This is an optimization exercise on Yosys and OpenROAD, whose aim is small area and few clock cycles per item, not a production implementation. In this exercise RTL edits were held to simulation tests only and were not proved equivalent to the original. Power figures rest on the tool's default switching activity, not on a simulated workload.

## oak
Design bounded_priority_queue, start of the top module:
module bounded_priority_queue #(
  parameter int DEPTH      = bpq_pkg::DEPTH_DEF,
  parameter int DATA_WIDTH = bpq_pkg::DATA_WIDTH_DEF,
  parameter int PRIO_WIDTH = bpq_pkg::PRIO_WIDTH_DEF
) (
  input  logic                           clk,
  input  logic                           rst,
  input  logic                           start,
  output logic                           busy,
  input  logic                           mode,
  input  logic signed [DATA_WIDTH-1:0]   data_in,
  input  logic [PRIO_WIDTH-1:0]          priority_in,
  output logic                           done,
  output logic [bpq_pkg::STAT_WIDTH-1:0] status,
  output logic signed [DATA_WIDTH-1:0]   data_out,
  output logic [PRIO_WIDTH-1:0]          priority_out,
  output logic [bpq_pkg::OCC_WIDTH-1:0]  occupancy,
  input  logic                           psel,
  input  logic                           penable,
  input  logic                           pwrite,
  input  logic [bpq_pkg::APB_AW-1:0]     paddr,
  input  logic [bpq_pkg::APB_DW-1:0]     pwdata,
  output logic [bpq_pkg::APB_DW-1:0]     prdata,
  output logic                           pready
);
  localparam int CNT_WIDTH = $clog2(DEPTH + 1);
  logic [bpq_pkg::CAP_WIDTH-1:0] capacity;
  logic [CNT_WIDTH-1:0]  count;
  ...
clock: 4.0 ns
lec_check: 0
cap_margin: 10
core_margin: 2
core_utilization: 30
gpl_timing_driven: 0
slew_margin: 10
synth_hierarchical: 1
cts_args: -sink_clustering_enable -repair_clock_nets -dont_use_dummy_load -buf_list sky130_fd_sc_hd__clkbuf_8 -sink_clustering_size 16 -sink_clustering_max_diameter 60
buffer_ports_args: -buffer_cell sky130_fd_sc_hd__buf_1
standard.sh (not shown) runs the stock make flow with config.mk's settings and CLKGATE_MAP_FILE= SYNTH_SCRIPT=/design/flow/synth_recipe.tcl, a recipe that flattens the netlist after the stock synthesis.
==> flow/flow/run.sh <==
#!/bin/bash
# Own layout flow: the standard ORFS flow (standard.sh) with changes that
# only affect how much buffering the layout gets:
#  - clock tree synthesis without dummy loads, with clkbuf_8 buffers driving
#    clusters of up to 16 registers,
#  - port buffers of the smallest buffer cell.
# make's output goes to standard_flow.log in the work folder; ORFS's own
# per-step logs stay under orfs/logs.
set -euo pipefail
cat >> config.mk <<'EOC'
export CTS_ARGS = -sink_clustering_enable -repair_clock_nets -dont_use_dummy_load -buf_list sky130_fd_sc_hd__clkbuf_8 -sink_clustering_size 16 -sink_clustering_max_diameter 60
export BUFFER_PORTS_ARGS = -buffer_cell sky130_fd_sc_hd__buf_1
EOC
bash standard.sh > standard_flow.log 2>&1
Every stage of oak finished as expected; the final checks, on the other hand, flagged negative setup slack, which means the layout fails.
Testbench counts of oak, summed over its fixed seeds: cycles 12,008, commands 12,000.
Inputs modified between oak and pine:
Settings: setting PLACE_DENSITY to 0.4 for the first time; removing GPL_TIMING_DRIVEN (formerly 0); setting CELL_PAD_IN_SITES_GLOBAL_PLACEMENT to 1 for the first time; setting CELL_PAD_IN_SITES_DETAIL_PLACEMENT to 1 for the first time; setting FASTROUTE_TCL to /design/flow/flow/fastroute.tcl for the first time.
--- a/flow/flow/run.sh
+++ b/flow/flow/run.sh
@@ -3 +3 @@
-# only affect how much buffering the layout gets:
+# only affect buffering and routing, not the design or its constraints:
@@ -6 +6,2 @@
-#  - port buffers of the smallest buffer cell.
+#  - port buffers of the smallest buffer cell,
+#  - global routing that keeps more of met1/met2 free (flow/fastroute.tcl).
@@ -10 +11,2 @@
-cat >> config.mk <<'EOC'
+here=$(pwd)
+cat >> config.mk <<EOC
@@ -12,0 +15 @@
+export FASTROUTE_TCL = $here/flow/fastroute.tcl
==> flow/flow/fastroute.tcl (new file) <==
# Global routing layers as the platform's fastroute.tcl sets them, but with
# less of met1 and met2 offered to the global router, so that signal routes
# move up to met3/met4 and leave room on met1 for pin access.
set_global_routing_layer_adjustment $::env(MIN_ROUTING_LAYER)-$::env(MAX_ROUTING_LAYER) 0.2
set_global_routing_layer_adjustment met1 0.5
set_global_routing_layer_adjustment met2 0.35

set_routing_layers -clock $::env(MIN_CLK_ROUTING_LAYER)-$::env(MAX_ROUTING_LAYER)
set_routing_layers -signal $::env(MIN_ROUTING_LAYER)-$::env(MAX_ROUTING_LAYER)
==> comparison <==
Worst endpoint data arrival time was lower in pine than in oak. Relative to oak, overall routing resource usage increased by 11 points in pine. Fmax was lower in oak than in pine. From oak to pine the numbers moved as follows: final worst-path cycle share went down by 4.0 points; final worst setup slack higher. pine: full flow OK, the timing, DRC and antenna checks passed.
What birch does differently from pine at the input level:
Settings: a deleted CELL_PAD_IN_SITES_GLOBAL_PLACEMENT that had been 1; a change of PLACE_DENSITY from 0.4 to 0.45; a deleted FASTROUTE_TCL that had been /design/flow/flow/fastroute.tcl.
--- a/flow/flow/run.sh
+++ b/flow/flow/run.sh
@@ -3 +3 @@
-# only affect buffering and routing, not the design or its constraints:
+# only affect how much buffering the layout gets:
@@ -6,2 +6 @@
-#  - port buffers of the smallest buffer cell,
-#  - global routing that keeps more of met1/met2 free (flow/fastroute.tcl).
+#  - port buffers of the smallest buffer cell.
@@ -11,2 +10 @@
-here=$(pwd)
-cat >> config.mk <<EOC
+cat >> config.mk <<'EOC'
@@ -15 +12,0 @@
-export FASTROUTE_TCL = $here/flow/fastroute.tcl
removed: flow/flow/fastroute.tcl
Findings:
For post-synthesis xor/xnor area fraction, birch and pine come out practically identical.
Diff birch..pine | number of routed nets with antenna violations | unchanged
Summary — global-route usage, birch relative to pine: lower, by 11 points.
Worst hold slack in birch is 0.063 ns above pine.

bounded_priority_queue, a different RTL version from the one above (not shown whole).
Size in the first run: roughly 2700 cells after synthesis, ~160 I/O pins, roughly 29000 um2 of cells after synthesis.
// bounded_priority_queue
module bounded_priority_queue #(
  parameter int DEPTH      = bpq_pkg::DEPTH_DEF,
  parameter int DATA_WIDTH = bpq_pkg::DATA_WIDTH_DEF,
  parameter int PRIO_WIDTH = bpq_pkg::PRIO_WIDTH_DEF
) (
  input  logic                           clk,
  input  logic                           rst,
  input  logic                           start,
  output logic                           busy,
  input  logic                           mode,
  input  logic signed [DATA_WIDTH-1:0]   data_in,
  input  logic [PRIO_WIDTH-1:0]          priority_in,
  output logic                           done,
  output logic [bpq_pkg::STAT_WIDTH-1:0] status,
  output logic signed [DATA_WIDTH-1:0]   data_out,
  output logic [PRIO_WIDTH-1:0]          priority_out,
  output logic [bpq_pkg::OCC_WIDTH-1:0]  occupancy,
  input  logic                           psel,
  input  logic                           penable,
  input  logic                           pwrite,
  input  logic [bpq_pkg::APB_AW-1:0]     paddr,
  input  logic [bpq_pkg::APB_DW-1:0]     pwdata,
  output logic [bpq_pkg::APB_DW-1:0]     prdata,
  output logic                           pready
);
  localparam int CNT_WIDTH = $clog2(DEPTH + 1);
  logic [bpq_pkg::CAP_WIDTH-1:0] capacity;
  logic [CNT_WIDTH-1:0]  count;
  logic                  full;
  logic                  empty;
  logic                  do_ins;
  logic                  do_del;
  logic                  res_flip;
  logic                  phase;      
  logic [DATA_WIDTH-1:0] new_data;
  logic [DATA_WIDTH-1:0] rd_data;
  logic [DEPTH-1:0]      valid;
  logic [DEPTH-1:0]      stay;
  logic [DEPTH-1:0]      rd_hot;
  logic [DATA_WIDTH-1:0] slot_data [DEPTH];
  logic [PRIO_WIDTH-1:0] slot_prio [DEPTH];
  assign busy = 1'b0;
  bpq_regs u_regs (
  ...
Settings: LEC_CHECK=0, CAP_MARGIN=10, CELL_PAD_IN_SITES_DETAIL_PLACEMENT=1, CORE_MARGIN=2, CORE_UTILIZATION=30, PLACE_DENSITY=0.45, SLEW_MARGIN=10, SYNTH_HIERARCHICAL=1, CTS_ARGS=-sink_clustering_enable -repair_clock_nets -dont_use_dummy_load -buf_list sky130_fd_sc_hd__clkbuf_8 -sink_clustering_size 16 -sink_clustering_max_diameter 60, BUFFER_PORTS_ARGS=-buffer_cell sky130_fd_sc_hd__buf_1, SKIP_REPAIR_TIE_FANOUT=1, DONT_USE_CELLS=sky130_fd_sc_hd__buf_8 sky130_fd_sc_hd__buf_12 sky130_fd_sc_hd__buf_16; clock period 4.0 ns.
==> flow/flow/run.sh <==
#!/bin/bash
# Own layout flow: the standard ORFS flow (standard.sh) with changes that
# only affect how much buffering the layout gets:
#  - clock tree synthesis without dummy loads, with clkbuf_8 buffers driving
#    clusters of up to 16 registers,
#  - port buffers of the smallest buffer cell,
#  - one tie cell per constant value instead of one per constant output,
#  - the repair steps may not use the three largest plain buffers (buf_8,
#    buf_12, buf_16), so high-fanout nets get trees of smaller buffers.
# make's output goes to standard_flow.log in the work folder; ORFS's own
# per-step logs stay under orfs/logs.
set -euo pipefail
cat >> config.mk <<'EOC'
export CTS_ARGS = -sink_clustering_enable -repair_clock_nets -dont_use_dummy_load -buf_list sky130_fd_sc_hd__clkbuf_8 -sink_clustering_size 16 -sink_clustering_max_diameter 60
export BUFFER_PORTS_ARGS = -buffer_cell sky130_fd_sc_hd__buf_1
export SKIP_REPAIR_TIE_FANOUT = 1
export DONT_USE_CELLS = sky130_fd_sc_hd__buf_8 sky130_fd_sc_hd__buf_12 sky130_fd_sc_hd__buf_16
EOC
bash standard.sh > standard_flow.log 2>&1
The first run went through all stages and came out clean.
Testbench counts at the start, summed over its fixed seeds: cycles 12,008, commands 12,000.
==> next run, changes <==
--- a/flow/flow/run.sh
+++ b/flow/flow/run.sh
@@ -5,7 +5,5 @@
 #    clusters of up to 16 registers,
 #  - port buffers of the smallest buffer cell,
-#  - one tie cell per constant value instead of one per constant output,
-#  - the repair steps may not use the three largest plain buffers (buf_8,
-#    buf_12, buf_16), so high-fanout nets get trees of smaller buffers.
+#  - one tie cell per constant value instead of one per constant output.
 # make's output goes to standard_flow.log in the work folder; ORFS's own
 # per-step logs stay under orfs/logs.
@@ -15,5 +13,4 @@
 export BUFFER_PORTS_ARGS = -buffer_cell sky130_fd_sc_hd__buf_1
 export SKIP_REPAIR_TIE_FANOUT = 1
-export DONT_USE_CELLS = sky130_fd_sc_hd__buf_8 sky130_fd_sc_hd__buf_12 sky130_fd_sc_hd__buf_16
 EOC
 bash standard.sh > standard_flow.log 2>&1
DONT_USE_CELLS = not set   (was sky130_fd_sc_hd__buf_8 sky130_fd_sc_hd__buf_12 sky130_fd_sc_hd__buf_16)
Result: Sequential power stays flat. Critical path depth does not change. Via count is higher by 1.5%. Die area does not change.

==> afterwards: timing with drivers on the ports <==
How much do the figures lean on ideal ports? The routed layouts below were timed once more, with nothing changed but the port constraints.
Step 1: set_driving_cell puts a clkbuf_16 on clk and a buf_2 on each other input, an assumption about the parent block.
Step 2 adds t to the input delays and takes it off the output delays; t is the mean of the earliest and latest rising clock arrival at the registers after step 1. Input paths then give back, and output paths get back, about the clock's delay inside the block.
a / b / c = ideal ports / drivers / drivers and shift; a / b = the first two.
| run | t, ns | setup slack, ns | hold WS [ns] | latest minus earliest clock arrival (ns) |
|---|---|---|---|---|
| oak | 0.783 | -0.132 / -0.197 / -0.824 | 0.320 / 0.276 / 0.457 | 0.090 / 0.090 |
| pine | 0.800 | 0.029 / -0.038 / -0.068 | 0.280 / 0.240 / 0.451 | 0.079 / 0.078 |
| birch | 0.786 | 0.083 / 0.014 / -0.290 | 0.343 / 0.300 / 0.463 | 0.103 / 0.103 |
| the first run of note 2 | 0.773 | 0.097 / 0.030 / -0.306 | 0.346 / 0.302 / 0.420 | 0.118 / 0.118 |
| the second run of note 2 | 0.766 | 0.103 / 0.034 / -0.418 | 0.344 / 0.302 / 0.450 | 0.085 / 0.085 |
Met with ideal ports but missed after step 2: setup timing in pine, birch, the first run of note 2 and the second run of note 2. For oak, which loses most, drivers alone change the setup slack by -0.065 ns; drivers and shift together by -0.692 ns.
